Context: an optimization exercise on an open-source flow, tuned for small area, a short achievable clock period and few clock cycles per item. The choices shown serve that exercise and are no tape-out recipe.
At most, simulation tests tie the RTL to the original design; equivalence was not proved.
Function not checked in run 1: the RTL went through the layout flow alone.
Power figures rest on the tool's default switching activity, not on a simulated workload.

**flow/flow/run.sh**
```bash
#!/bin/bash
set -euo pipefail
export BUFFER_PORTS_ARGS="-buffer_cell sky130_fd_sc_hd__buf_1"
bash standard.sh > standard_flow.log 2>&1
```
**flow/standard.sh**
```bash
#!/bin/bash
# synth_recipe.tcl (not shown) runs the flow's synth.tcl, then flattens the netlist and writes it again
# the make line also repeats each setting of config.mk as NAME=value (left out here)
make -C /OpenROAD-flow-scripts/flow DESIGN_CONFIG=/design/flow/config.mk WORK_HOME=/design/flow/orfs CLKGATE_MAP_FILE= SYNTH_SCRIPT=/design/flow/synth_recipe.tcl "${@:-finish}"
```
**flow/config.mk**
```make
export PLATFORM = sky130hd
export DESIGN_NAME = matmul_adder_tree_pipe
export DESIGN_NICKNAME = matmul_adder_tree_pipe
export VERILOG_FILES = /design/flow/design.v
export SDC_FILE = /design/flow/constraint.sdc
export NUM_CORES = 4
export LEC_CHECK = 0
export CAP_MARGIN = 20
export CORE_MARGIN = 2
export CORE_UTILIZATION = 65
export CTS_BUF_LIST = sky130_fd_sc_hd__clkbuf_2 sky130_fd_sc_hd__clkbuf_4 sky130_fd_sc_hd__clkbuf_8
export SLEW_MARGIN = 20
```
**flow/constraint.sdc**
```tcl
create_clock -name core_clock -period 4.5 [get_ports {clk}]
set_input_delay 0.9000 -clock core_clock [delete_from_list [all_inputs] [get_ports {clk}]]
set_output_delay 0.9000 -clock core_clock [all_outputs]
set_load 0.01 [all_outputs]
```
**flow/design.v**
```verilog
`default_nettype none
module matmul_adder_tree_pipe (
  input  logic         clk,
  input  logic         rst_n,
  input  logic         in_valid,
  output logic         in_ready,
  input  logic [431:0] prod,
  input  logic         in_last,
  input  logic         accum_en,
  output logic         out_valid,
  input  logic         out_ready,
  output logic [215:0] mult,
  output logic [8:0]   sat_flag,
  output logic [7:0]   beat_cnt
);
  localparam logic [24:0] c_k = 25'h17E8000;
  logic        r_out_valid;
  logic        r_fresh;
  logic [7:0]  r_cnt;
  logic [8:0]  r_sat;
  logic [23:0] r_acc [9];
  logic        w_accept;
  logic        w_close;
  logic [23:0] w_next [9];
  logic [8:0]  w_ovf;
  assign in_ready = ~r_out_valid | out_ready;
  assign w_accept = in_valid & in_ready;
  assign w_close  = in_last | ~accum_en;
  generate
    for (genvar i = 0; i < 3; i++) begin : g_row
      for (genvar j = 0; j < 3; j++) begin : g_col
        localparam int e = i*3 + j;
        logic [15:0] w_p0, w_p1, w_p2;
        logic [24:0] w_x, w_y, w_z;
        logic [24:0] w_s2, w_c2, w_s3, w_c3;
        logic [24:0] w_s;
        assign w_p0 = prod[((i*3+0)*3+j)*16 +: 16] ^ 16'h8000;
        assign w_p1 = prod[((i*3+1)*3+j)*16 +: 16] ^ 16'h8000;
        assign w_p2 = prod[((i*3+2)*3+j)*16 +: 16] ^ 16'h8000;
        assign w_x = {9'd0, w_p0 ^ w_p1 ^ w_p2};
        assign w_y = {8'd0, (w_p0 & w_p1) | (w_p0 & w_p2) | (w_p1 & w_p2), 1'b0};
        assign w_z = r_fresh ? 25'h0800000 : {1'b0, r_acc[e] ^ 24'h800000};
        assign w_s2 = w_x ^ w_y ^ w_z;
        assign w_c2 = {(w_x[23:0] & w_y[23:0]) | (w_x[23:0] & w_z[23:0]) | (w_y[23:0] & w_z[23:0]), 1'b0};
        assign w_s3 = w_s2 ^ w_c2 ^ c_k;
        assign w_c3 = {(w_s2[23:0] & w_c2[23:0]) | (w_s2[23:0] & c_k[23:0]) | (w_c2[23:0] & c_k[23:0]), 1'b0};
        assign w_s  = w_s3 + w_c3;
        assign w_ovf[e]  = w_s[24] ^ w_s[23];
        assign w_next[e] = w_ovf[e] ? {w_s[24], {23{~w_s[24]}}} : w_s[23:0];
      end
    end
  endgenerate
  always_ff @(posedge clk or negedge rst_n) begin
    if (!rst_n) begin
      r_out_valid <= 1'b0;
      r_fresh     <= 1'b1;
    end else begin
      r_out_valid <= (w_accept & w_close) | (r_out_valid & ~out_ready);
      if (w_accept) r_fresh <= w_close;
    end
  end
  always_ff @(posedge clk) begin
    if (w_accept) begin
      for (int e = 0; e < 9; e++) r_acc[e] <= w_next[e];
      r_sat <= r_fresh ? w_ovf : (r_sat | w_ovf);
      r_cnt <= r_fresh ? 8'd1 : (r_cnt + {7'd0, ~&r_cnt});
    end
  end
  assign out_valid = r_out_valid;
  for (genvar e = 0; e < 9; e++) begin : g_out
    assign mult[e*24 +: 24] = r_acc[e];
  end
  assign sat_flag = r_sat;
  assign beat_cnt = r_cnt;
endmodule
`default_nettype wire
```
==> results of run 1 <==
## power by group through the flow
| stage | combinational [mW] | sequential, mW | clock (mW) |
|---|---|---|---|
| after floorplan | 17.4 | 5.96 | 0 |
| after detailed placement | 27.5 | 5.72 | 0 |
| after CTS | 29.5 | 5.69 | 2.28 |
| after global placement | 26.4 | 5.70 | 0 |
## worst max-delay path by stage
stage / depth (start not counted) / from / endpoint / slack (ns)
floorplan: 16 / prod[333] / r_acc[8][0]$_DFFE_PP_ / -0.34
global placement: 17 / prod[322] / r_sat[8]$_DFFE_PP_ / -0.73
detailed placement: 17 / prod[322] / r_sat[8]$_DFFE_PP_ / -0.82
CTS: 17 / r_fresh$_DFFE_PN1P_ / r_acc[8][17]$_DFFE_PP_ / -0.11
## metal layers
metal,GRT overflow,global-route usage (%)
met1,0,55.7
met2,11,81.3
met3,0,26.5
met4,18,51.1
met5,0,6.01
## metrics by stage
stage,cell area (um^2),setup WS [ns],power (mW)
2_1_floorplan,29100,-0.341,23.3
4_1_cts,36900,-0.110,37.4
3_3_place_gp,35100,-0.727,32.1
3_5_place_dp,35100,-0.817,33.2
## kinds of logic after synthesis
logic type	Yosys count
compound gates	699
flops	235
xor+xnor	172
simple gates	614
fa+ha+maj	679
buf+inv	388
## timing repair
item	in CTS
gates cloned	7
pin swaps	62
setup endpoints to repair	219
setup buffers	40
resized for setup	93
==> flow_summary.json, run 1 <==
{
  "synth_top_area_share_pct": 24.9,
  "cts_max_path_buffers": 3,
  "io_buffers": 672,
  "synthTopCellsByCount": "ha_1, inv_1, fa_1",
  "synth_mux_area_share_pct": 0,
  "synth-seq-cells": 235,
  "die_w_um": 212,
  "synth_warnings": 3,
  "place_inst": 4367,
  "initial_core_util_pct": 65.6,
  "rows": 76,
  "cts_hold_buffers": 0,
  "synthSimpleGateAreaFrac_pct": 10.9,
  "htreeDepth": 2,
  "yosys.cell_types.count": 87,
  "syn-cell-area_mm2": 0.0281,
  "synth-seq-area-share_pct": 25.1,
  "die_h_um": 212,
  "synthArstFlopShare_pct": 0.851,
  "yosysTopAreaCell": "edfxtp_1",
  "synthAdderAreaFrac_pct": 37.7,
  "toolErrorMsg": "[ERROR GRT-0232] Routing congestion too high. Check the congestion heatmap in the GUI.",
  "syn_nets": 3884,
  "netlist_top_cells_area": "edfxtp_1, fa_1, ha_1",
  "worst_endpoint_kind": "register data pin",
  "grt_worst_setup_endpoint": "r_sat[8]$_DFFE_PP_/D",
  "post-dp-hpwl_mm": 71.7,
  "clock_sinks": 235,
  "haltStage": "global routing (5_1_grt)",
  "syn_inst": 2787,
  "grt_max_degree": 62,
  "syn_area_per_cell_um2": 10.1,
  "pin_count": 673,
  "numCtsBuffers": 46,
  "routabilityCongestion": 1.01,
  "yosysMostFrequentCell": "ha_1",
  "overflow": 29,
  "synth_compound_area_share_pct": 15.6,
  "synth_edf_count": 233,
  "outcome": "aborted with a tool error",
  "synth_top_family_by_area": "adder cells",
  "synth-xor-area-share_pct": 5.36,
  "grt.total_usage_pct": 54.6,
  "synth_top_flop_cell": "edfxtp_1",
  "cts-root-buf": "clkbuf_8"
}
==> inputs of run 2 (changes only) <==
==> flow/design.v (replaced) <==
`default_nettype none
module matmul_adder_tree_pipe (
  input  logic         clk,
  input  logic         rst_n,
  input  logic         in_valid,
  output logic         in_ready,
  input  logic [431:0] prod,
  input  logic         in_last,
  input  logic         accum_en,
  output logic         out_valid,
  input  logic         out_ready,
  output logic [215:0] mult,
  output logic [8:0]   sat_flag,
  output logic [7:0]   beat_cnt
);
  logic        w_en;
  logic        w_fire;
  logic        r_vld;
  logic        r_close;
  logic [17:0] r_tree [9];
  logic        r_out_valid;
  logic        r_fresh;
  logic [7:0]  r_cnt;
  logic [8:0]  r_sat;
  logic [23:0] r_acc [9];
  logic [23:0] w_next [9];
  logic [8:0]  w_ovf;
  assign w_en     = ~r_out_valid | out_ready;
  assign in_ready = w_en;
  assign w_fire   = w_en & r_vld;
  generate
    for (genvar i = 0; i < 3; i++) begin : g_row
      for (genvar j = 0; j < 3; j++) begin : g_col
        localparam int e = i*3 + j;
        logic signed [17:0] w_t;
        logic signed [24:0] w_s;
        assign w_t = 18'($signed(prod[((i*3+0)*3+j)*16 +: 16]))
                   + 18'($signed(prod[((i*3+1)*3+j)*16 +: 16]))
                   + 18'($signed(prod[((i*3+2)*3+j)*16 +: 16]));
        always_ff @(posedge clk) begin
          if (w_en) r_tree[e] <= w_t;
        end
        assign w_s    = 25'($signed(r_acc[e])) + 25'($signed(r_tree[e]));
        assign w_ovf[e]  = ~r_fresh & (w_s[24] ^ w_s[23]);
        assign w_next[e] = r_fresh ? 24'($signed(r_tree[e])) :
                           (w_s[24] ^ w_s[23]) ? {w_s[24], {23{~w_s[24]}}} : w_s[23:0];
      end
    end
  endgenerate
  always_ff @(posedge clk) begin
    if (w_en) r_close <= in_last | ~accum_en;
  end
  always_ff @(posedge clk or negedge rst_n) begin
    if (!rst_n) begin
      r_vld       <= 1'b0;
      r_out_valid <= 1'b0;
      r_fresh     <= 1'b1;
    end else if (w_en) begin
      r_vld       <= in_valid;
      r_out_valid <= r_vld & r_close;
      if (r_vld) r_fresh <= r_close;
    end
  end
  always_ff @(posedge clk) begin
    if (w_fire) begin
      for (int e = 0; e < 9; e++) r_acc[e] <= w_next[e];
      r_sat <= r_fresh ? w_ovf : (r_sat | w_ovf);
      r_cnt <= r_fresh ? 8'd1 : (r_cnt + {7'd0, ~&r_cnt});
    end
  end
  assign out_valid = r_out_valid;
  for (genvar e = 0; e < 9; e++) begin : g_out
    assign mult[e*24 +: 24] = r_acc[e];
  end
  assign sat_flag = r_sat;
  assign beat_cnt = r_cnt;
endmodule
`default_nettype wire
--- a/flow/config.mk
+++ b/flow/config.mk
@@ -6,7 +6,9 @@
 export NUM_CORES = 4
 export LEC_CHECK = 0
+export ABC_AREA = 1
 export CAP_MARGIN = 20
 export CORE_MARGIN = 2
-export CORE_UTILIZATION = 65
+export CORE_UTILIZATION = 50
 export CTS_BUF_LIST = sky130_fd_sc_hd__clkbuf_2 sky130_fd_sc_hd__clkbuf_4 sky130_fd_sc_hd__clkbuf_8
+export GPL_TIMING_DRIVEN = 0
 export SLEW_MARGIN = 20
==> flow_summary.json, run 2 <==
{
  "tightest_slew_ns": 1.19,
  "final-hold-violation-count": 0,
  "worstSetupPathType": "reg2out",
  "synth_top_flop_cell": "edfxtp_1",
  "cp_max_fo": 28,
  "finalCriticalPeriod_ns": 3.32,
  "detail_route.vias_per_cell": 5.18,
  "yosysMostFrequentCell": "nand2_1",
  "antenna_found_initial": 2,
  "grt_pass1_wl_mm": 178,
  "arrival_ns": 2.42,
  "fin_crit_sh_pct": 73.7,
  "reg_top3": "r_acc (216), r_tree (162), r_sat (9)",
  "slew_viol_final": 0,
  "worstSetupStartpoint": "r_out_valid$_DFFE_PN0N_",
  "cts_tree": "yes",
  "die_w_um": 282,
  "cp-endpoint": "in_ready",
  "synthTopCellsByCount": "nand2_1, inv_1, nor2_1",
  "clkTransAtPathRegs_ns": 0.06,
  "die_h_um": 282,
  "clk_latency_ns": 0.66,
  "yosysTopAreaCell": "edfxtp_1",
  "ant_nets": 0,
  "power_density_mw_per_mm2": 876,
  "r2r-start": "r_fresh$_DFFE_PN1P_",
  "cts-root-buf": "clkbuf_8",
  "cpMaxStageDelayCell": "clkinvlp_4",
  "outcome": "no timing/DRC/antenna violations",
  "rows": 101,
  "netlist_top_cells_area": "edfxtp_1, nand2_1, ha_1",
  "synth_warnings": 4,
  "syn_inst": 4919,
  "synthArstFlopShare_pct": 0.752,
  "required_ns": 3.60,
  "area_growth_pct": 14.8,
  "drv_cap": 0,
  "numCtsBuffers": 74,
  "rrSetupSlack_ns": 1.19,
  "p_leak_nw": 20.5,
  "yosys.cell_types.count": 46,
  "start_kind": "flip-flop",
  "p_total_mw": 38.8,
  "hold_path.class": "in2async",
  "io_buffers": 672,
  "end_kind": "output pin",
  "grt_pass1_vias": 33838,
  "grt_max_degree": 36,
  "drt-initial-drc-count": 1841,
  "syn_nets": 5881,
  "pin_count": 673,
  "worst_clock_skew_ns": 0.0226,
  "rsz0062_at_grt": "false",
  "crit_chain": "inv_1 > nor2_4 > clkinvlp_4 > buf_12 > buf_1",
  "regMostFlops": "r_acc",
  "synth_edf_count": 396,
  "synth_top_area_share_pct": 30.8,
  "syn-cell-area_mm2": 0.0386,
  "initial_core_util_pct": 50.7,
  "maxSlewHeadroom_pct": 20.7,
  "routabilityCongestion": 0.958,
  "vdd_ir_drop_max_mv": 0.271,
  "cts_max_path_buffers": 3,
  "wl_per_cell_um": 17.1,
  "fin_util_pct": 58.2,
  "htreeDepth": 3,
  "drc": 0,
  "final_nets": 6645,
  "grt.total_usage_pct": 28.5,
  "largest_register_ffs": 216,
  "slowest_delay_ns": 0.57,
  "clock_sinks": 399,
  "synth-seq-cells": 399,
  "final_cell_mix": "nand2_1, buf_1, inv_1",
  "overflow": 0,
  "drive_above_1_share_pct": 5.12,
  "dr_total_vias": 35070,
  "final_common_cell": "nand2_1",
  "rr_worst_depth": 5,
  "synth-seq-area-share_pct": 31.0,
  "post_cts_buffers": 0,
  "post-dp-hpwl_mm": 95.7,
  "drt_wl_total_mm": 116,
  "syn_area_per_cell_um2": 7.85,
  "dieArea_mm2": 0.0795,
  "finalSetupViolCount": 0,
  "rr_endpoint": "r_acc[0][21]$_DFFE_PP_",
  "first_pass_iters": 8,
  "fmaxAchievable_ghz": 0.301,
  "core_area_mm2": 0.0762,
  "post_cts_resized": 0,
  "cts_hold_buffers": 0
}
-- run 2: cell types whose count changed after synthesis, moves of 160 or more --
cell / delta
nand2_1: +1181
nor2_1: +370
nand3_1: +272
inv_1: +260
edfxtp_1: +163
nor2b_1: -160
-- run 2: logic make-up (layout without fill, tap and decap cells) --
| group | Yosys count | count (layout) | synth area share, % |
|---|---|---|---|
| AND/OR/NAND/NOR | 2389 | 2389 | 25.7 |
| AO/OA/AOI/OAI | 711 | 711 | 10.6 |
| buffers and inverters | 634 | 1453 | 6.62 |
| adder cells (fa/ha/maj) | 524 | 524 | 20.1 |
| flip-flops | 399 | 399 | 31.0 |
| XOR/XNOR | 262 | 262 | 5.94 |
| other | 0 | 1 | 0 |
-- run 2: area by class of cell --
cell class	count	area [um^2]
fillers	7368	31900
multi-input cells	3886	24100
flip-flops and latches	399	12000
repair buffers	688	2870
inverters	576	2170
well taps	1030	1290
clock buffers	93	1170
plain buffers	58	399
clock inverters	38	359
diodes	1	2.50
-- run 2: worst max-delay path: cells and delay by family, from the launching register on --
kind | cells | cell delay [ns]
simple gates | 1 | 0.17
flops | 1 | 0.37
buf+inv | 4 | 1.22
-- run 2: through the flow --
| step | setup TNS (ns) | area, um^2 | setup slack (ns) | cells | hold slack, ns |
|---|---|---|---|---|---|
| after global placement | -763.79 | 42400 | -2.66 | 6621 | 0.478 |
| after floorplan | -73.61 | 38600 | -0.313 | 4919 | 0.432 |
| after detailed placement | 0 | 42800 | 0.876 | 6637 | 0.496 |
| after CTS | 0 | 44300 | 1.11 | 6768 | 0.0309 |
| after global routing | 0 | 44300 | 1.02 | 6769 | 0.0715 |
| final | 0 | 44300 | 1.18 | 6769 | 0.0779 |
-- run 2: where the power goes --
part           leakage (nW)  internal (mW)  switching [mW]
clock                 0.790           2.11            1.63
combinational          15.8           9.53            17.4
sequential             3.93           6.92            1.25
total                  20.5           18.6            20.3
-- run 2: metal layers --
metal | global-route usage [%] | wire length [um]
met1 | 37.2 | 51100
met2 | 47.9 | 54400
met3 | 5.01 | 6890
met4 | 8.93 | 3380
met5 | 0 | 0
-- run 2: worst min-delay path by stage --
stage | end | slack, ns | depth (start not counted)
finish | r_out_valid$_DFFE_PN0N_ | 0.08 | 1
global route | r_out_valid$_DFFE_PN0N_ | 0.07 | 1
CTS | r_out_valid$_DFFE_PN0N_ | 0.03 | 1
detailed placement | r_out_valid$_DFFE_PN0N_ | 0.50 | 2
global placement | r_out_valid$_DFFE_PN0N_ | 0.48 | 2
floorplan | r_out_valid$_DFFE_PN0N_ | 0.43 | 2
Testbench counts of run 2, summed over its fixed seeds: cycles 16,016, items 16,000.
==> inputs of run 3 (changes only) <==
--- a/flow/config.mk
+++ b/flow/config.mk
@@ -11,4 +11,3 @@
 export CORE_UTILIZATION = 50
 export CTS_BUF_LIST = sky130_fd_sc_hd__clkbuf_2 sky130_fd_sc_hd__clkbuf_4 sky130_fd_sc_hd__clkbuf_8
-export GPL_TIMING_DRIVEN = 0
 export SLEW_MARGIN = 20
==> flow_summary.json, run 3 <==
{
  "largest_register_ffs": 216,
  "dieArea_mm2": 0.0795,
  "overflow": 0,
  "synthArstFlopShare_pct": 0.752,
  "path_buf_inv": 1,
  "cts-root-buf": "clkbuf_8",
  "core_area_mm2": 0.0762,
  "arrival_ns": 3.50,
  "detail_route.vias_per_cell": 5.19,
  "die_w_um": 282,
  "yosys.cell_types.count": 46,
  "initial_core_util_pct": 50.7,
  "grt_pass1_vias": 33491,
  "synth_top_flop_cell": "edfxtp_1",
  "worst-path-stages": 14,
  "fin_crit_sh_pct": 69.1,
  "hold_path.class": "in2async",
  "path_common_cell": "nand2_1",
  "synth-seq-area-share_pct": 31.0,
  "final.setup.tns_ns": 0,
  "power_density_mw_per_mm2": 869,
  "final-hold-violation-count": 0,
  "synth_top_area_share_pct": 30.8,
  "numCtsBuffers": 77,
  "yosysTopAreaCell": "edfxtp_1",
  "cp_max_fo": 23,
  "reg_top3": "r_acc (216), r_tree (162), r_sat (9)",
  "drt_wl_total_mm": 112,
  "fill_cells": 7479,
  "final_nets": 6583,
  "die_h_um": 282,
  "p_leak_nw": 20.1,
  "fin_area_mm2": 0.0436,
  "worstSetupPathType": "reg2reg",
  "grt_pass1_wl_mm": 174,
  "regMostFlops": "r_acc",
  "wl_per_cell_um": 16.7,
  "post-dp-hpwl_mm": 90.2,
  "grt_max_degree": 127,
  "pin_count": 673,
  "worst_clock_skew_ns": 0.0256,
  "synth_warnings": 4,
  "grt.total_usage_pct": 27.5,
  "finalCriticalPeriod_ns": 3.11,
  "place_inst": 6572,
  "rows": 101,
  "outcome": "no timing/DRC/antenna violations",
  "drv_cap": 0,
  "holdWs_ns": 0.0567,
  "htreeDepth": 3,
  "final_cell_mix": "nand2_1, buf_1, inv_1",
  "io_buffers": 672,
  "first_pass_iters": 7,
  "required_ns": 4.89,
  "fmaxAchievable_ghz": 0.322,
  "ant_nets": 0,
  "drive_above_1_share_pct": 4.44,
  "syn_area_per_cell_um2": 7.85,
  "crit_chain": "ha_1 > nand2_1 > nor2_1 > nand2_1 > nor2_1 > nand2_1 > nand3_1 > nand2_1 > nand2_1 > nand3_2 > nand2_1 > inv_1 > nand2_1 > nand2_1",
  "syn_nets": 5881,
  "antenna_found_initial": 1,
  "clk_latency_ns": 0.66,
  "end_kind": "flip-flop",
  "post_layout_nonfiller_instances": 6705,
  "routabilityCongestion": 0.938,
  "post_cts_buffers": 0,
  "synthTopCellsByCount": "nand2_1, inv_1, nor2_1",
  "syn_inst": 4919,
  "clock_sinks": 399,
  "clkTransAtPathRegs_ns": 0.06,
  "fin_util_pct": 57.3,
  "yosysMostFrequentCell": "nand2_1",
  "slew_viol_final": 0,
  "synth-seq-cells": 399,
  "cpMaxStageDelayCell": "edfxtp_1",
  "start_kind": "flip-flop",
  "drt-initial-drc-count": 1775,
  "cts_max_path_buffers": 3,
  "cts_hold_buffers": 0,
  "drc": 0,
  "tightest_slew_ns": 1.00,
  "maxSlewHeadroom_pct": 33.4,
  "area_growth_pct": 13.0,
  "slowest_delay_ns": 0.58,
  "dr_total_vias": 34778,
  "place_area_mm2": 0.0422,
  "rr_worst_depth": 14,
  "path_delay_family": "simple AND/OR/NAND/NOR gates",
  "finalSetupViolCount": 0,
  "syn-cell-area_mm2": 0.0386,
  "rsz0062_at_grt": "false",
  "synth_edf_count": 396,
  "vdd_ir_drop_max_mv": 0.306,
  "netlist_top_cells_area": "edfxtp_1, nand2_1, ha_1",
  "final_common_cell": "nand2_1",
  "cts_tree": "yes",
  "post_cts_resized": 0
}
-- run 3: cell counts after synthesis --
Identical to the previous run, type by type.
-- run 3: kinds of logic after synthesis --
family          synth area share [%]
buf+inv                         6.62
simple gates                    25.7
flops                           31.0
compound gates                  10.6
xor+xnor                        5.94
fa+ha+maj                       20.1
-- run 3: area by class of cell --
type,count,area [um^2],share of cell area [%]
diodes,1,2.50,0.00574
clock buffers,99,1220,2.81
repair buffers,681,2640,6.05
inverters,576,2170,4.98
multi-input cells,3886,24100,55.2
well taps,1030,1290,2.95
clock inverters,33,228,0.522
flip-flops and latches,399,12000,27.4
-- run 3: routing by layer --
| metal | vias up | global-route usage, % | share of wire, % |
|---|---|---|---|
| li1 | 17787 | - | - |
| met1 | 15985 | 35.9 | 44 |
| met2 | 867 | 46.5 | 47 |
| met3 | 139 | 4.80 | 6.1 |
| met4 | 0 | 8.32 | 2.8 |
| met5 | - | 0 | 0 |
-- run 3: report_power, final --
| group | internal [mW] | switching (mW) | leakage, nW |
|---|---|---|---|
| combinational | 9.07 | 17.0 | 15.5 |
| sequential | 6.94 | 1.40 | 3.93 |
| clock | 1.94 | 1.60 | 0.766 |
-- run 3: worst register-to-register path, stage by stage, from the launching register on --
cell and delay [ns]:
edfxtp_1 0.58, ha_1 0.49, nand2_1 0.10, nor2_1 0.19, nand2_1 0.13, nor2_1 0.11
nand2_1 0.09, nand3_1 0.12, nand2_1 0.06, nand2_1 0.07, nand3_2 0.48, nand2_1 0.29
inv_1 0.07, nand2_1 0.06, nand2_1 0.04
-- run 3: path summary, 6_finish.rpt --
check | startpoint | endpoint | slack, ns
min | rst_n | r_out_valid$_DFFE_PN0N_ | 0.06
max | r_tree[8][17]$_DFFE_PN_ | r_acc[8][17]$_DFFE_PP_ | 1.39
min reg2reg | r_close$_DFFE_PN_ | r_out_valid$_DFFE_PN0N_ | 0.47
max in group asynchronous | rst_n | r_fresh$_DFFE_PN1P_ | 4.21
max reg2reg | r_tree[8][17]$_DFFE_PN_ | r_acc[8][17]$_DFFE_PP_ | 1.39
min in group core_clock | r_close$_DFFE_PN_ | r_out_valid$_DFFE_PN0N_ | 0.47
-- run 3: stage by stage --
stage / power, mW / setup slack, ns
after floorplan: 27.7 / -0.313
after global placement: 34.1 / 1.02
after detailed placement: 34.3 / 0.991
after CTS: 38.1 / 1.33
after global routing: 41.9 / 1.04
final: 37.9 / 1.39
==> inputs of run 4 (changes only) <==
--- a/flow/config.mk
+++ b/flow/config.mk
@@ -11,3 +11,4 @@
 export CORE_UTILIZATION = 50
 export CTS_BUF_LIST = sky130_fd_sc_hd__clkbuf_2 sky130_fd_sc_hd__clkbuf_4 sky130_fd_sc_hd__clkbuf_8
+export SETUP_SLACK_MARGIN = 1.7
 export SLEW_MARGIN = 20
==> flow_summary.json, run 4 <==
{
  "dr_total_vias": 35203,
  "syn_nets": 5881,
  "io_buffers": 672,
  "end_kind": "flip-flop",
  "arrival_ns": 3.08,
  "fin_area_mm2": 0.0448,
  "grt.total_usage_pct": 27.7,
  "grt_pass1_vias": 33641,
  "final_common_cell": "nand2_1",
  "synth-seq-cells": 399,
  "tightest_slew_ns": 0.869,
  "final.setup.worst_slack_ns": 1.82,
  "fin_crit_sh_pct": 59.5,
  "htreeDepth": 3,
  "overflow": 0,
  "syn-cell-area_mm2": 0.0386,
  "area_growth_pct": 16.1,
  "crit_chain": "buf_4 > ha_1 > nand2_1 > nor2_1 > nand2_1 > nor2_1 > nand2_1 > nand4_1 > buf_4 > nand3_4 > buf_4 > nand2_1 > a21oi_2",
  "detail_route.vias_per_cell": 5.20,
  "clkTransAtPathRegs_ns": 0.06,
  "yosysTopAreaCell": "edfxtp_1",
  "numCtsBuffers": 75,
  "place_area_mm2": 0.0424,
  "outcome": "no timing/DRC/antenna violations",
  "rr_endpoint": "r_acc[2][15]$_DFFE_PP_",
  "netlist_top_cells_area": "edfxtp_1, nand2_1, ha_1",
  "cp_max_fo": 8,
  "drt_wl_total_mm": 115,
  "grt_max_degree": 133,
  "yosys.cell_types.count": 46,
  "ant_nets": 0,
  "drc": 0,
  "largest_register_ffs": 216,
  "finalSetupViolCount": 0,
  "core_area_mm2": 0.0762,
  "dieArea_mm2": 0.0795,
  "pre_cts_slack_ns": 1.21,
  "start_kind": "flip-flop",
  "rows": 101,
  "yosysMostFrequentCell": "nand2_1",
  "clk_latency_ns": 0.67,
  "rrSetupSlack_ns": 1.82,
  "power_density_mw_per_mm2": 887,
  "required_ns": 4.90,
  "grt_pass1_wl_mm": 175,
  "fmaxAchievable_ghz": 0.373,
  "post-dp-hpwl_mm": 90.0,
  "synthArstFlopShare_pct": 0.752,
  "cts_max_path_buffers": 3,
  "rr_worst_depth": 13,
  "first_pass_iters": 8,
  "final-hold-violation-count": 0,
  "drive_above_1_share_pct": 7.43,
  "synth-seq-area-share_pct": 31.0,
  "slew_viol_final": 0,
  "hold_path.class": "in2async",
  "synthTopCellsByCount": "nand2_1, inv_1, nor2_1",
  "finalCriticalPeriod_ns": 2.68,
  "cts-root-buf": "clkbuf_8",
  "synth_top_area_share_pct": 30.8,
  "routabilityCongestion": 0.933,
  "syn_area_per_cell_um2": 7.85,
  "p_leak_nw": 20.5,
  "antenna_found_initial": 1,
  "rsz0062_at_grt": "true",
  "synth_edf_count": 396,
  "final_nets": 6645,
  "pin_count": 673,
  "die_w_um": 282,
  "worstSetupPathType": "reg2reg",
  "cpMaxStageDelayCell": "ha_1",
  "worst_clock_skew_ns": 0.0374,
  "synth_warnings": 4,
  "drt-initial-drc-count": 2198,
  "die_h_um": 282,
  "slowest_delay_ns": 0.41,
  "cts_tree": "yes",
  "wl_per_cell_um": 17.0,
  "clock_sinks": 399,
  "drv_cap": 0,
  "vdd_ir_drop_max_mv": 0.315,
  "initial_core_util_pct": 50.7,
  "path_common_cell": "nand2_1",
  "synth_top_flop_cell": "edfxtp_1",
  "fill_cells": 7339,
  "syn_inst": 4919,
  "reg_top3": "r_acc (216), r_tree (162), r_sat (9)",
  "final_cell_mix": "nand2_1, buf_1, inv_1",
  "maxSlewHeadroom_pct": 42.1,
  "r2r-start": "r_tree[2][17]$_DFFE_PN_",
  "regMostFlops": "r_acc"
}
run 4: cell count changes in the layout (fill, tap and decap cells not counted), moves of 13 or more:
cell / previous run / this run
buf_4: 5 / 46
nand2_1: 1386 / 1354
ha_1: 362 / 338
nand2_2: 32 / 55
ha_2: 0 / 20
o21ai_0: 133 / 113
nand3_1: 305 / 290
fa_1: 162 / 149
fa_2: 0 / 13
run 4: per-layer routing:
metal	part of all wire (%)	GRT usage [%]	routed length (um)	vias up
met5	0	0	0	-
met4	3.8	10.1	4410	0
met3	6.3	5.29	7210	192
met2	46	46.2	53400	912
met1	43	35.9	49800	16157
li1	-	-	-	17942
run 4: cell type report:
cell class,instances,area (um^2),area share [%]
Multi-Input combinational cell,3896,24800,55.2
Timing Repair Buffer,735,3190,7.12
Clock buffer,101,1250,2.79
Tap cell,1030,1290,2.87
Clock inverter,26,193,0.430
Antenna cell,1,2.50,0.00558
Inverter,576,2170,4.85
Sequential cell,399,12000,26.7
run 4: power by group:
group	switching, mW	internal, mW	leakage (nW)
sequential	1.32	6.94	3.93
clock	1.58	1.96	0.761
combinational	18.0	9.98	15.8
run 4: stage by stage:
stage / utilization (%) / hold WS (ns) / setup TNS, ns / power [mW] / std cells
finish: 58.8 / 0.0616 / 0 / 39.8 / 6764
global route: 58.8 / 0.0308 / 0 / 43.7 / 6764
CTS: 58.0 / 0.0109 / 0 / 38.7 / 6719
detailed placement: 55.6 / 0.459 / 0 / 34.4 / 6573
global placement: 55.6 / 0.448 / 0 / 34.2 / 6573
floorplan: - / 0.432 / -73.61 / 27.8 / 4919
run 4: how the worst max path moves through the flow:
stage,from,endpoint,slack [ns],cells past startpoint
detailed placement,prod[291],r_tree[6][10]$_DFFE_PN_,1.21,10
finish,r_tree[2][17]$_DFFE_PN_,r_acc[2][15]$_DFFE_PP_,1.82,13
floorplan,out_ready,r_acc[0][0]$_DFFE_PP_,-0.31,2
global route,r_acc[3][0]$_DFFE_PP_,r_sat[3]$_DFFE_PP_,1.67,14
global placement,prod[291],r_tree[6][10]$_DFFE_PN_,1.24,10
CTS,r_acc[7][0]$_DFFE_PP_,r_acc[7][19]$_DFFE_PP_,1.70,13
run 4: critical path: cells and delay by family, from the launching register on:
family | cells | cell delay [ns]
AND/OR/NAND/NOR | 8 | 1.03
buffers and inverters | 3 | 0.56
adder cells (fa/ha/maj) | 1 | 0.41
AO/OA/AOI/OAI | 1 | 0.06
flip-flops | 1 | 0.36
run 4: what timing repair did:
action                                  in CTS  in global routing
cloned                                       2                  9
pin swaps                                   10                 19
hold buffers                                 0                  0
buffers inserted                            17                 35
endpoints found under the setup margin     198                216
gates resized for setup                     15                 76
run 4: cell families (layout without fill, tap and decap cells):
| group | after synthesis | in the layout | synth area share, % |
|---|---|---|---|
| simple gates | 2389 | 2398 | 25.7 |
| compound gates | 711 | 712 | 10.6 |
| flops | 399 | 399 | 31.0 |
| buf+inv | 634 | 1438 | 6.62 |
| xor+xnor | 262 | 262 | 5.94 |
| fa+ha+maj | 524 | 524 | 20.1 |
| other cells | 0 | 1 | 0 |
==> inputs of run 5 (changes only) <==
--- a/flow/design.v
+++ b/flow/design.v
@@ -41,5 +41,6 @@
           if (w_en) r_tree[e] <= w_t;
         end
-        assign w_s    = 25'($signed(r_acc[e])) + 25'($signed(r_tree[e]));
+        matmul_adder_tree_pipe_skl #(.N(25)) u_add_s (
+          .a(25'($signed(r_acc[e]))), .b(25'($signed(r_tree[e]))), .sum(w_s));
         assign w_ovf[e]  = ~r_fresh & (w_s[24] ^ w_s[23]);
         assign w_next[e] = r_fresh ? 24'($signed(r_tree[e])) :
@@ -76,3 +77,29 @@
   assign beat_cnt = r_cnt;
 endmodule
+module matmul_adder_tree_pipe_skl #(
+  parameter int N = 8
+) (
+  input  logic [N-1:0] a,
+  input  logic [N-1:0] b,
+  output logic [N-1:0] sum
+);
+  localparam int L = $clog2(N);
+  logic [N-1:0] g [L+1];
+  logic [N-1:0] p [L+1];
+  assign g[0] = a & b;
+  assign p[0] = a ^ b;
+  for (genvar l = 0; l < L; l++) begin : g_lvl
+    for (genvar i = 0; i < N; i++) begin : g_bit
+      if ((i >> l) & 1) begin : g_op
+        localparam int j = ((i >> l) << l) - 1;
+        assign g[l+1][i] = g[l][i] | (p[l][i] & g[l][j]);
+        assign p[l+1][i] = p[l][i] & p[l][j];
+      end else begin : g_pass
+        assign g[l+1][i] = g[l][i];
+        assign p[l+1][i] = p[l][i];
+      end
+    end
+  end
+  assign sum = p[0] ^ {g[L][N-2:0], 1'b0};
+endmodule
 `default_nettype wire
--- a/flow/config.mk
+++ b/flow/config.mk
@@ -11,4 +11,6 @@
 export CORE_UTILIZATION = 50
 export CTS_BUF_LIST = sky130_fd_sc_hd__clkbuf_2 sky130_fd_sc_hd__clkbuf_4 sky130_fd_sc_hd__clkbuf_8
-export SETUP_SLACK_MARGIN = 1.7
+export CTS_CLUSTER_DIAMETER = 80
+export CTS_CLUSTER_SIZE = 20
+export SETUP_SLACK_MARGIN = 1.9
 export SLEW_MARGIN = 20
==> flow_summary.json, run 5 <==
{
  "met1_usage_pct": 33.5,
  "core_area_mm2": 0.0675,
  "cp_max_fo": 3,
  "vdd_ir_drop_max_mv": 0.736,
  "reg_top3": "r_acc (216), r_tree (162), r_sat (9)",
  "synth-seq-cells": 399,
  "first_pass_iters": 5,
  "grtUsageMet3_pct": 4.90,
  "worstSetupPathType": "in2reg",
  "initial_core_util_pct": 50.7,
  "place_area_mm2": 0.0384,
  "ff_latch_area_mm2": 0.0120,
  "worst_clock_skew_ns": 0.0440,
  "yosysTopAreaCell": "edfxtp_1",
  "clk_latency_ns": 0.65,
  "synth-seq-area-share_pct": 35.0,
  "drt-initial-drc-count": 1372,
  "power_density_mw_per_mm2": 774,
  "syn-cell-area_mm2": 0.0342,
  "required_ns": 4.89,
  "grtUsageMet2_pct": 42.7,
  "detail_route.vias_per_cell": 5.22,
  "pin_count": 673,
  "dieArea_mm2": 0.0705,
  "grt_pass1_wl_mm": 143,
  "outcome": "no timing/DRC/antenna violations",
  "cts_tree": "yes",
  "final_nets": 5487,
  "synth_edf_count": 396,
  "arrival_ns": 2.96,
  "cts_max_path_buffers": 3,
  "netlist_top_cells_area": "edfxtp_1, ha_1, fa_1",
  "maxSlewHeadroom_pct": 18.0,
  "fin_area_mm2": 0.0407,
  "multiInputGateArea_mm2": 0.0219,
  "synthArstFlopShare_pct": 0.752,
  "tightest_slew_ns": 1.23,
  "final-hold-violation-count": 0,
  "die_w_um": 266,
  "synth_top_flop_cell": "edfxtp_1",
  "finalCriticalPeriod_ns": 2.57,
  "start_kind": "primary input",
  "grt_max_degree": 186,
  "end_kind": "flip-flop",
  "synthTopCellsByCount": "nand2_1, edfxtp_1, inv_1",
  "fill_cells": 6031,
  "overflow": 0,
  "numCtsBuffers": 36,
  "routabilityCongestion": 0.883,
  "synth_warnings": 7,
  "yosysMostFrequentCell": "nand2_1",
  "rsz0062_at_grt": "true",
  "wl_per_cell_um": 17.3,
  "yosys.cell_types.count": 51,
  "cts-root-buf": "clkbuf_8",
  "syn_nets": 4734,
  "dr_total_vias": 28160,
  "regMostFlops": "r_acc",
  "clkTransAtPathRegs_ns": 0.11,
  "drive_above_1_share_pct": 11.9,
  "fin_crit_sh_pct": 57.1,
  "drv_cap": 0,
  "cts_hold_buffers": 0,
  "grt_pass1_vias": 26652,
  "clock_sinks": 399,
  "p_total_mw": 31.5,
  "syn_inst": 3745,
  "final_common_cell": "nand2_1",
  "p_leak_nw": 18.2,
  "drt_wl_total_mm": 93.2,
  "final_cell_mix": "nand2_1, buf_1, edfxtp_1",
  "largest_register_ffs": 216,
  "ant_nets": 0,
  "rows": 95,
  "drc": 0,
  "die_h_um": 266,
  "htreeDepth": 2,
  "slew_viol_final": 0,
  "post-dp-hpwl_mm": 72.6,
  "finalSetupViolCount": 0,
  "busiest_layer": "met2",
  "io_buffers": 672,
  "area_growth_pct": 19.0,
  "syn_area_per_cell_um2": 9.14,
  "fmaxAchievable_ghz": 0.389,
  "synth_top_area_share_pct": 34.8,
  "grt.total_usage_pct": 25.6,
  "antenna_found_initial": 1,
  "hold_path.class": "in2async"
}
## run 5: layout make-up
cell class,count,share of cell area (%)
Multi-Input combinational cell,2898,53.7
Timing Repair Buffer,760,8.35
Sequential cell,399,29.4
Clock buffer,40,1.31
Clock inverter,24,0.759
Inverter,403,3.82
Antenna cell,1,0.00614
Tap cell,873,2.68
## run 5: critical path, stage by stage
cell,delay (ns)
buf_1,0.09
fa_1,0.50
ha_2,0.21
fa_2,0.38
nand3_2,0.07
nand3_2,0.07
a21o_1,0.16
nand2_1,0.07
nand2_2,0.08
nand3_2,0.07
nand2_2,0.07
nand2_1,0.08
nand2_1,0.06
xor2_1,0.14
## run 5: cells by family (layout without fill, tap and decap cells)
kind of cell / Yosys count / after routing / synth area share, %
AOI/OAI and AO/OA: 497 / 497 / 8.51
xor gates and xnor gates: 219 / 219 / 5.61
adders and majority gates: 551 / 551 / 24.5
buffers and inverters: 452 / 1227 / 5.37
DFF: 399 / 399 / 35.0
other: 0 / 1 / 0
and+or+nand+nor: 1627 / 1631 / 21.0
## run 5: through the flow
stage,hold WS [ns],setup TNS [ns],worst slack [ns],cells,util [%]
after floorplan,0.432,-73.61,-0.313,3745,-
after global placement,0.440,0,1.14,5256,56.8
after detailed placement,0.459,0,1.15,5256,56.8
after CTS,0.0229,0,1.81,5351,58.8
after global routing,0.0431,0,1.85,5398,60.3
final,0.0719,0,1.93,5398,60.3
## run 5: final timing paths
kind	slack, ns	to	cells past startpoint	startpoint
max in group asynchronous	4.20	r_fresh$_DFFE_PN1P_	1	rst_n
min in group core_clock	0.48	r_out_valid$_DFFE_PN0N_	2	r_close$_DFFE_PN_
max	1.93	r_tree[5][13]$_DFFE_PN_	14	prod[225]
min reg2reg	0.48	r_out_valid$_DFFE_PN0N_	2	r_close$_DFFE_PN_
max reg2reg	1.99	r_acc[2][16]$_DFFE_PP_	12	r_acc[2][0]$_DFFE_PP_
min	0.07	r_vld$_DFFE_PN0N_	1	rst_n
## run 5: timing repair
| action | in CTS | in global routing |
|---|---|---|
| pin swaps | 5 | 27 |
| endpoints found under the setup margin | 205 | 225 |
| buffers inserted | 30 | 41 |
| cloned | 1 | 5 |
| resized for setup | 40 | 144 |
## run 5: per-layer routing
| layer | vias up | share of wire, % |
|---|---|---|
| li1 | 14198 | - |
| met1 | 13156 | 43 |
| met2 | 676 | 48 |
| met3 | 130 | 6.1 |
| met4 | 0 | 3.1 |
| met5 | - | 0 |
## run 5: where the power goes
part | total (mW) | internal (mW) | leakage (nW) | switching [mW]
clock network | 2.59 | 1.10 | 0.426 | 1.49
logic | 20.6 | 8.16 | 13.9 | 12.5
registers | 8.31 | 6.90 | 3.94 | 1.41
Testbench counts of run 5, summed over its fixed seeds: cycles 16,016, items 16,000.
==> inputs of run 6 (changes only) <==
--- a/flow/config.mk
+++ b/flow/config.mk
@@ -11,6 +11,6 @@
 export CORE_UTILIZATION = 50
 export CTS_BUF_LIST = sky130_fd_sc_hd__clkbuf_2 sky130_fd_sc_hd__clkbuf_4 sky130_fd_sc_hd__clkbuf_8
-export CTS_CLUSTER_DIAMETER = 80
-export CTS_CLUSTER_SIZE = 20
+export CTS_CLUSTER_DIAMETER = 60
+export CTS_CLUSTER_SIZE = 14
 export SETUP_SLACK_MARGIN = 1.9
 export SLEW_MARGIN = 20
==> flow_summary.json, run 6 <==
{
  "clock_sinks": 399,
  "fin_crit_sh_pct": 57.8,
  "switching_share_pct": 48.3,
  "final_common_cell": "nand2_1",
  "synth_top_flop_cell": "edfxtp_1",
  "area_growth_pct": 19.6,
  "vdd_ir_drop_max_mv": 0.748,
  "antenna_found_initial": 1,
  "end_kind": "flip-flop",
  "worstSetupStartpoint": "prod[225]",
  "ant_nets": 0,
  "final_cell_mix": "nand2_1, buf_1, edfxtp_1",
  "pre_cts_slack_ns": 1.15,
  "hold_path.class": "in2async",
  "synth_edf_count": 396,
  "grt_pass1_vias": 26812,
  "clk_latency_ns": 0.65,
  "power_density_mw_per_mm2": 781,
  "cts-root-buf": "clkbuf_8",
  "synth-seq-area-share_pct": 35.0,
  "syn_inst": 3745,
  "tightest_slew_ns": 1.07,
  "synthArstFlopShare_pct": 0.752,
  "netlist_top_cells_area": "edfxtp_1, ha_1, fa_1",
  "drt_wl_total_mm": 94.1,
  "final.setup.worst_slack_ns": 1.90,
  "slew_viol_final": 0,
  "internal_power_mw": 16.5,
  "pin_count": 673,
  "outcome": "no timing/DRC/antenna violations",
  "worst_clock_skew_ns": 0.0253,
  "routabilityCongestion": 0.883,
  "holdWs_ns": 0.0567,
  "overflow": 0,
  "crit_chain": "buf_6 > fa_1 > ha_2 > fa_2 > nand3_2 > nand3_2 > a21o_1 > nand2_1 > nand2_2 > nand3_2 > nand2_2 > nand2_1 > nand2_1 > xor2_1",
  "place_inst": 5256,
  "cpMaxStageDelayCell": "fa_1",
  "worstSetupPathType": "in2reg",
  "cts_tree": "yes",
  "regMostFlops": "r_acc",
  "synth_top_family_by_area": "adder cells",
  "largest_register_ffs": 216,
  "final-hold-violation-count": 0,
  "detail_route.vias_per_cell": 5.23,
  "final_nets": 5502,
  "io_buffers": 672,
  "synth_compound_area_share_pct": 8.51,
  "numCtsBuffers": 44,
  "maxSlewHeadroom_pct": 28.6,
  "r2r-start": "r_tree[4][17]$_DFFE_PN_",
  "post_layout_nonfiller_instances": 5415,
  "finalCriticalPeriod_ns": 2.60,
  "final.setup.tns_ns": 0,
  "dieArea_mm2": 0.0705,
  "synthSimpleGateAreaFrac_pct": 21.0,
  "slowest_delay_ns": 0.50,
  "cp_max_fo": 3,
  "drv_cap": 0,
  "drc": 0,
  "dr_total_vias": 28304,
  "grt_max_degree": 186,
  "seqPwrFrac_pct": 26.0,
  "required_ns": 4.89,
  "yosysTopAreaCell": "edfxtp_1",
  "drive_above_1_share_pct": 12.0,
  "syn-cell-area_mm2": 0.0342,
  "start_kind": "primary input",
  "cts_hold_buffers": 0,
  "die_w_um": 266,
  "arrival_ns": 2.99,
  "drt-initial-drc-count": 1458,
  "initial_core_util_pct": 50.7,
  "rows": 95,
  "grt_pass1_wl_mm": 144,
  "clkTransAtPathRegs_ns": 0.08,
  "p_leak_nw": 18.3,
  "syn_nets": 4734,
  "cts_max_path_buffers": 3,
  "synthAdderAreaFrac_pct": 24.5,
  "path_delay_family": "adder cells",
  "post-dp-hpwl_mm": 72.6,
  "synth-seq-cells": 399,
  "synth_mux_area_share_pct": 0,
  "switching_power_mw": 15.4,
  "htreeDepth": 2,
  "finalSetupViolCount": 0,
  "reg_top3": "r_acc (216), r_tree (162), r_sat (9)",
  "first_pass_iters": 5,
  "synth_warnings": 7,
  "core_area_mm2": 0.0675,
  "yosysMostFrequentCell": "nand2_1",
  "synth_top_area_share_pct": 34.8,
  "rsz0062_at_grt": "true",
  "p_comb_share_pct": 64.8,
  "yosys.cell_types.count": 51,
  "synthTopCellsByCount": "nand2_1, edfxtp_1, inv_1",
  "die_h_um": 266,
  "p_clk_share_pct": 9.3,
  "wl_per_cell_um": 17.4,
  "fmaxAchievable_ghz": 0.385,
  "grt.total_usage_pct": 25.7,
  "synth-xor-area-share_pct": 5.61,
  "syn_area_per_cell_um2": 9.14,
  "path_buf_inv": 1
}
[run 6: cells by family (layout without fill, tap and decap cells)]
logic type / after synthesis / count (layout)
and+or+nand+nor: 1627 / 1632
adders and majority gates: 551 / 551
AOI/OAI and AO/OA: 497 / 497
buffers and inverters: 452 / 1243
DFF: 399 / 399
xor gates and xnor gates: 219 / 219
other: 0 / 1
[run 6: cell type report]
type,instances,area [um^2]
fillers,6003,26600
multi-input cells,2899,21800
flip-flops and latches,399,12000
repair buffers,766,3470
inverters,403,1560
well taps,873,1090
clock buffers,47,634
clock inverters,27,397
diodes,1,2.50
[run 6: what timing repair did]
| action | 4_1_cts | 5_1_grt |
|---|---|---|
| cloned | 1 | 7 |
| setup buffers | 39 | 37 |
| setup endpoints to repair | 204 | 224 |
| resized for setup | 48 | 126 |
| pin swaps | 4 | 22 |
[run 6: power groups by stage]
stage,registers (mW),clock network (mW),logic (mW)
6_report,8.30,2.96,20.7
5_1_grt,8.53,3.16,23.3
3_5_place_dp,8.43,0,18.8
3_3_place_gp,8.42,0,18.6
2_1_floorplan,8.47,0,13.9
4_1_cts,8.33,3.05,19.6
[run 6: path summary, 6_finish.rpt]
check	slack [ns]	endpoint	cells after the start
hold reg to reg	0.48	r_out_valid$_DFFE_PN0N_	2
max in group asynchronous	4.21	r_fresh$_DFFE_PN1P_	1
min in group core_clock	0.48	r_out_valid$_DFFE_PN0N_	2
setup reg to reg	1.94	r_acc[4][6]$_DFFE_PP_	8
hold / removal	0.06	r_out_valid$_DFFE_PN0N_	1
setup / recovery	1.90	r_tree[5][13]$_DFFE_PN_	14
[run 6: layer usage]
layer / share of wire, % / routed length (um) / GRT usage (%)
met1: 44 / 41200 / 34.0
met4: 2.6 / 2490 / 7.00
met2: 48 / 45200 / 43.5
met3: 5.5 / 5180 / 4.63
met5: 0 / 0 / 0
[run 6: worst reg2reg max path: cells and delay by family, from the launching register on]
kind / cells / cell delay (ns)
AO/OA/AOI/OAI: 1 / 0.35
adder cells (fa/ha/maj): 1 / 0.38
buffers and inverters: 2 / 0.29
flip-flops: 1 / 0.53
AND/OR/NAND/NOR: 4 / 0.88
[run 6: per-stage QoR]
step	util (%)	cell area, um^2	power [mW]
2_1_floorplan	-	34900	22.4
3_3_place_gp	56.8	38400	27.0
3_5_place_dp	56.8	38400	27.3
4_1_cts	59.2	40000	31.0
5_1_grt	60.6	40900	35.0
6_report	60.6	40900	31.9
==> inputs of run 7 (changes only) <==
--- a/flow/config.mk
+++ b/flow/config.mk
@@ -9,5 +9,5 @@
 export CAP_MARGIN = 20
 export CORE_MARGIN = 2
-export CORE_UTILIZATION = 50
+export CORE_UTILIZATION = 62
 export CTS_BUF_LIST = sky130_fd_sc_hd__clkbuf_2 sky130_fd_sc_hd__clkbuf_4 sky130_fd_sc_hd__clkbuf_8
 export CTS_CLUSTER_DIAMETER = 60
==> flow_summary.json, run 7 <==
{
  "holdWs_ns": 0.0531,
  "synth_edf_count": 396,
  "synth_top_area_share_pct": 34.8,
  "hold_path.class": "in2async",
  "start_kind": "flip-flop",
  "syn_area_per_cell_um2": 9.14,
  "grt.total_usage_pct": 31.6,
  "rsz0062_at_grt": "true",
  "fmaxAchievable_ghz": 0.391,
  "final-hold-violation-count": 0,
  "post-dp-hpwl_mm": 71.8,
  "die_w_um": 239,
  "place_area_mm2": 0.0381,
  "worstSetupPathType": "reg2reg",
  "area_growth_pct": 17.8,
  "p_comb_share_pct": 66.0,
  "synthTopCellsByCount": "nand2_1, edfxtp_1, inv_1",
  "wl_per_cell_um": 17.7,
  "cts_hold_buffers": 0,
  "antenna_found_initial": 1,
  "overflow": 0,
  "drt-initial-drc-count": 1531,
  "cts_max_path_buffers": 3,
  "synth_warnings": 7,
  "post_layout_nonfiller_instances": 5229,
  "fin_util_pct": 73.5,
  "synth-seq-area-share_pct": 35.0,
  "switching_power_mw": 15.3,
  "clk_latency_ns": 0.66,
  "seqPwrFrac_pct": 26.4,
  "grt_max_degree": 95,
  "synthArstFlopShare_pct": 0.752,
  "io_buffers": 672,
  "rows": 86,
  "p_leak_nw": 18.1,
  "final_common_cell": "nand2_1",
  "vdd_ir_drop_max_mv": 0.301,
  "slew_viol_final": 0,
  "cp_max_fo": 6,
  "die_h_um": 239,
  "finalSetupViolCount": 0,
  "core_area_mm2": 0.0549,
  "worst_clock_skew_ns": 0.0323,
  "cts-root-buf": "clkbuf_8",
  "fill_cells": 4267,
  "regMostFlops": "r_acc",
  "numCtsBuffers": 41,
  "synth-seq-cells": 399,
  "tightest_slew_ns": 0.876,
  "yosysMostFrequentCell": "nand2_1",
  "clock_sinks": 399,
  "drt_wl_total_mm": 92.4,
  "required_ns": 5.01,
  "maxSlewHeadroom_pct": 41.5,
  "power_density_mw_per_mm2": 776,
  "internal_power_mw": 16.0,
  "cts_tree": "yes",
  "synth_top_flop_cell": "edfxtp_1",
  "arrival_ns": 3.06,
  "initial_core_util_pct": 62.3,
  "drv_cap": 0,
  "ant_nets": 0,
  "netlist_top_cells_area": "edfxtp_1, ha_1, fa_1",
  "grt_pass1_wl_mm": 142,
  "end_kind": "flip-flop",
  "final_cell_mix": "nand2_1, buf_1, edfxtp_1",
  "fin_area_mm2": 0.0403,
  "clkTransAtPathRegs_ns": 0.09,
  "yosysTopAreaCell": "edfxtp_1",
  "grt_pass1_vias": 27575,
  "place_inst": 5086,
  "finalCriticalPeriod_ns": 2.55,
  "reg_top3": "r_acc (216), r_tree (162), r_sat (9)",
  "syn_nets": 4734,
  "first_pass_iters": 5,
  "syn_inst": 3745,
  "fin_crit_sh_pct": 56.8,
  "outcome": "no timing/DRC/antenna violations",
  "rrSetupSlack_ns": 1.95,
  "largest_register_ffs": 216,
  "dieArea_mm2": 0.0571,
  "drive_above_1_share_pct": 11.6,
  "p_total_mw": 31.3,
  "final_nets": 5488,
  "syn-cell-area_mm2": 0.0342,
  "switching_share_pct": 49.0,
  "dr_total_vias": 28978,
  "pin_count": 673,
  "p_clk_share_pct": 7.6,
  "yosys.cell_types.count": 51,
  "drc": 0,
  "detail_route.vias_per_cell": 5.54,
  "routabilityCongestion": 0.952,
  "htreeDepth": 2
}
[run 7: cell types whose count changed in the layout (fill, tap and decap cells not counted), moves of 3 or more]
cell       previous run  this run
a21oi_2              42        45
buf_12               13        17
buf_4                76        61
buf_6                 4         1
bufinv_16             8         0
clkbuf_8             45        41
clkinv_2              1         5
inv_8                 4         1
nand2_2              36        40
nand2_4              41        37
[run 7: kinds of logic (layout without fill, tap and decap cells)]
logic type / Yosys count / after routing / share of synthesized area, %
DFF: 399 / 399 / 35.0
buffers and inverters: 452 / 1227 / 5.37
xor gates and xnor gates: 219 / 219 / 5.61
AOI/OAI and AO/OA: 497 / 497 / 8.51
adders and majority gates: 551 / 551 / 24.5
and+or+nand+nor: 1627 / 1631 / 21.0
other: 0 / 1 / 0
[run 7: critical path, stage by stage, from the launching register on]
cell,delay [ns]
edfxtp_1,0.41
ha_1,0.23
fa_1,0.38
nand2_1,0.07
nand2_1,0.07
nand3_2,0.10
nand2_4,0.08
nand2_1,0.09
nand2_2,0.11
inv_1,0.09
fa_1,0.42
or2_2,0.30
nand3_1,0.06
[run 7: layout make-up]
cell class	instances	area, um^2	area share (%)
multi-input combinational	2898	21700	53.9
sequential	399	12000	29.7
timing repair buffer	754	3400	8.43
inverter	403	1560	3.86
tap	704	881	2.18
clock buffer	45	594	1.47
clock inverter	23	168	0.416
timing repair inverter	2	13.8	0.0341
antenna	1	2.50	0.00621
[run 7: timing repair]
item / in CTS / in global routing
hold endpoints to repair: 0 / 0
pin swaps: 2 / 21
gates resized for setup: 44 / 114
endpoints found under the setup margin: 184 / 224
buffers inserted: 27 / 39
cloned: 5 / 3
[run 7: worst paths after layout]
path	startpoint	end	cells after the start
hold / removal	rst_n	r_out_valid$_DFFE_PN0N_	1
setup / recovery	r_acc[4][0]$_DFFE_PP_	r_acc[4][16]$_DFFE_PP_	12
hold reg to reg	r_close$_DFFE_PN_	r_out_valid$_DFFE_PN0N_	2
max in group asynchronous	rst_n	r_fresh$_DFFE_PN1P_	1
setup reg to reg	r_acc[4][0]$_DFFE_PP_	r_acc[4][16]$_DFFE_PP_	12
min in group core_clock	in_valid	r_vld$_DFFE_PN0N_	3
[run 7: layer usage]
| layer | track usage, % | wire, um | vias to the layer above |
|---|---|---|---|
| li1 | - | - | 14218 |
| met1 | 40.9 | 37500 | 13646 |
| met2 | 52.5 | 43600 | 946 |
| met3 | 5.73 | 6890 | 168 |
| met4 | 13.7 | 4320 | 0 |
| met5 | 0 | 0 | - |
[run 7: through the flow]
step	TNS, ns	setup WS, ns
after global placement	0	1.27
final	0	1.95
after CTS	0	1.86
after detailed placement	0	1.21
after floorplan	-73.61	-0.313
after global routing	0	1.79
[run 7: power by group through the flow]
stage / combinational, mW / sequential [mW] / clock [mW]
2_1_floorplan: 13.9 / 8.47 / 0
3_3_place_gp: 18.3 / 8.34 / 0
3_5_place_dp: 18.7 / 8.36 / 0
4_1_cts: 19.5 / 8.28 / 2.42
5_1_grt: 23.2 / 8.46 / 2.53
6_report: 20.6 / 8.27 / 2.36
==> inputs of run 8 (changes only) <==
--- a/flow/config.mk
+++ b/flow/config.mk
@@ -9,5 +9,5 @@
 export CAP_MARGIN = 20
 export CORE_MARGIN = 2
-export CORE_UTILIZATION = 62
+export CORE_UTILIZATION = 58
 export CTS_BUF_LIST = sky130_fd_sc_hd__clkbuf_2 sky130_fd_sc_hd__clkbuf_4 sky130_fd_sc_hd__clkbuf_8
 export CTS_CLUSTER_DIAMETER = 60
==> flow_summary.json, run 8 <==
{
  "outcome": "no timing/DRC/antenna violations",
  "area_growth_pct": 18.8,
  "worst_clock_skew_ns": 0.0319,
  "synth_top_area_share_pct": 34.8,
  "final-hold-violation-count": 0,
  "htreeDepth": 2,
  "drt-initial-drc-count": 1814,
  "tightest_slew_ns": 0.887,
  "overflow": 0,
  "path_common_cell": "nand2_1",
  "drv_cap": 0,
  "yosysMostFrequentCell": "nand2_1",
  "fill_cells": 4861,
  "routabilityCongestion": 0.932,
  "syn_area_per_cell_um2": 9.14,
  "synth_warnings": 7,
  "pre_cts_slack_ns": 1.23,
  "clk_latency_ns": 0.65,
  "fin_crit_sh_pct": 56.0,
  "synthTopCellsByCount": "nand2_1, edfxtp_1, inv_1",
  "core_area_mm2": 0.0587,
  "finalSetupViolCount": 0,
  "synth-seq-cells": 399,
  "syn_nets": 4734,
  "finalCriticalPeriod_ns": 2.52,
  "cts-root-buf": "clkbuf_8",
  "rr_worst_depth": 12,
  "post_layout_nonfiller_instances": 5311,
  "cts_max_path_buffers": 3,
  "initial_core_util_pct": 58.3,
  "ff_latch_area_mm2": 0.0120,
  "required_ns": 5.01,
  "drive_above_1_share_pct": 12.1,
  "grt_pass1_wl_mm": 140,
  "end_kind": "flip-flop",
  "ant_nets": 0,
  "place_inst": 5151,
  "final_common_cell": "nand2_1",
  "yosysTopAreaCell": "edfxtp_1",
  "start_kind": "flip-flop",
  "cpMaxStageDelayCell": "fa_1",
  "regMostFlops": "r_acc",
  "antenna_found_initial": 4,
  "fmaxAchievable_ghz": 0.397,
  "grt_pass1_vias": 26736,
  "largest_register_ffs": 216,
  "syn-cell-area_mm2": 0.0342,
  "grt_max_degree": 163,
  "rsz0062_at_grt": "true",
  "syn_inst": 3745,
  "maxSlewHeadroom_pct": 40.9,
  "dr_total_vias": 28762,
  "synth-seq-area-share_pct": 35.0,
  "p_leak_nw": 18.2,
  "crit_chain": "ha_1 > fa_2 > nand2_1 > nand2_1 > nand3_1 > nand2_2 > nand2_1 > nand2_2 > inv_1 > fa_1 > or2_2 > nand3_1",
  "final_cell_mix": "nand2_1, buf_1, edfxtp_1",
  "reg_top3": "r_acc (216), r_tree (162), r_sat (9)",
  "power_density_mw_per_mm2": 782,
  "drt_wl_total_mm": 92.5,
  "yosys.cell_types.count": 51,
  "netlist_top_cells_area": "edfxtp_1, ha_1, fa_1",
  "slowest_delay_ns": 0.41,
  "die_h_um": 247,
  "synth_edf_count": 396,
  "slew_viol_final": 0,
  "worstSetupPathType": "reg2reg",
  "final.setup.worst_slack_ns": 1.98,
  "pin_count": 673,
  "die_w_um": 247,
  "detail_route.vias_per_cell": 5.42,
  "cts_tree": "yes",
  "dieArea_mm2": 0.0609,
  "multiInputGateArea_mm2": 0.0219,
  "post-dp-hpwl_mm": 70.8,
  "final_nets": 5492,
  "clock_sinks": 399,
  "vdd_ir_drop_max_mv": 0.455,
  "grt.total_usage_pct": 29.2,
  "arrival_ns": 3.03,
  "cp_max_fo": 7,
  "clkTransAtPathRegs_ns": 0.09,
  "numCtsBuffers": 43,
  "io_buffers": 672,
  "hold_path.class": "in2async",
  "rows": 89,
  "wl_per_cell_um": 17.4,
  "first_pass_iters": 7,
  "drc": 0,
  "cts_hold_buffers": 0,
  "synth_top_flop_cell": "edfxtp_1",
  "synthArstFlopShare_pct": 0.752
}
## run 8: cell types whose count changed in the layout (fill, tap and decap cells not counted), moves of 4 or more
| cell | delta |
|---|---|
| nand2_2 | +4 |
| buf_4 | +6 |
| nand2_4 | -6 |
| bufinv_16 | +4 |
| ha_4 | +4 |
| inv_6 | -5 |
| clkbuf_8 | +5 |
## run 8: final cells by class
cell class	instances	area share [%]
tap	773	2.38
inverter	403	3.80
clock buffer	52	1.67
timing repair buffer	754	8.20
antenna	4	0.0246
multi-input combinational	2902	53.8
clock inverter	24	0.659
sequential	399	29.5
## run 8: worst max-delay path, delay by kind of cell, from the launching register on
| kind | cells | cell delay, ns |
|---|---|---|
| adders and majority gates | 3 | 0.99 |
| buffers and inverters | 1 | 0.10 |
| and+or+nand+nor | 8 | 0.89 |
| DFF | 1 | 0.40 |
## run 8: power breakdown
| group | switching [mW] | internal, mW | total, mW |
|---|---|---|---|
| Combinational | 12.6 | 8.16 | 20.7 |
| Clock | 1.48 | 1.26 | 2.74 |
| Sequential | 1.40 | 6.91 | 8.31 |
| Total | 15.5 | 16.3 | 31.8 |
## run 8: what timing repair did
action | in CTS | in global routing
setup endpoints to repair | 185 | 223
pin swaps | 1 | 18
setup buffers | 25 | 46
cloned | 0 | 9
gates resized for setup | 23 | 144
## run 8: cells by family after synthesis
family | count (synthesis) | share of synthesized area (%)
buffers and inverters | 452 | 5.37
DFF | 399 | 35.0
and+or+nand+nor | 1627 | 21.0
xor gates and xnor gates | 219 | 5.61
AOI/OAI and AO/OA | 497 | 8.51
adders and majority gates | 551 | 24.5
## run 8: metal layers
layer  up-vias  GRT usage (%)  share of wire [%]
met2       877           47.8                 47
met3       123           5.47                7.4
met1     13532           39.3                 42
met5         -              0                  0
li1      14230              -                  -
met4         0           9.05                3.0
## run 8: path summary, 6_finish.rpt
path / from / end / slack [ns]
worst max-delay path: r_acc[2][0]$_DFFE_PP_ / r_acc[2][16]$_DFFE_PP_ / 1.98
worst min-delay path: rst_n / r_vld$_DFFE_PN0N_ / 0.04
worst max register to register: r_acc[2][0]$_DFFE_PP_ / r_acc[2][16]$_DFFE_PP_ / 1.98
worst min register to register: r_close$_DFFE_PN_ / r_out_valid$_DFFE_PN0N_ / 0.47
max in group asynchronous: rst_n / r_fresh$_DFFE_PN1P_ / 4.22
min in group core_clock: r_close$_DFFE_PN_ / r_out_valid$_DFFE_PN0N_ / 0.47
## run 8: metrics by stage
stage          total power, mW  TNS [ns]  hold WS [ns]  utilization [%]  cell area, um^2
6_report                  31.8         0        0.0366             69.3            40600
5_1_grt                   34.8         0        0.0195             69.3            40600
4_1_cts                   30.4         0       0.00128             67.4            39500
3_5_place_dp              27.1         0         0.447             65.1            38200
3_3_place_gp              26.8         0         0.438             65.1            38200
2_1_floorplan             22.4    -73.61         0.432                -            34900

## separate check: timing with driven ports
In the flow no input, the clock included, has a driving cell. The finished layouts below were timed again as built, in two steps. Step 1, drivers: a clkbuf_16 drives clk and a buf_2 each remaining input, both assumed. Step 2 times the ports against the registers' clock, not the clock port: input delays grow and output delays shrink by t, the midpoint of the rising clock arrivals with the driver on. a / b / c = ideal ports / drivers / drivers and shift; a / b = the first two.
run	t (ns)	setup slack, ns	slew at the worst register clock pin (ns)
run 2	0.714	1.183 / 1.116 / 0.883	0.07 / 0.07
run 3	0.708	1.391 / 1.391 / 0.967	0.07 / 0.07
run 4	0.720	1.821 / 1.821 / 1.207	0.07 / 0.07
run 5	0.691	1.929 / 1.938 / 1.279	0.12 / 0.12
run 6	0.697	1.901 / 1.919 / 1.227	0.10 / 0.10
run 7	0.699	1.945 / 1.945 / 1.302	0.10 / 0.10
run 8	0.695	1.980 / 1.938 / 1.327	0.10 / 0.10
After both steps setup and hold are still met in every run listed. For run 6, which loses most, drivers alone change the setup slack by +0.018 ns; drivers and shift together by -0.674 ns.
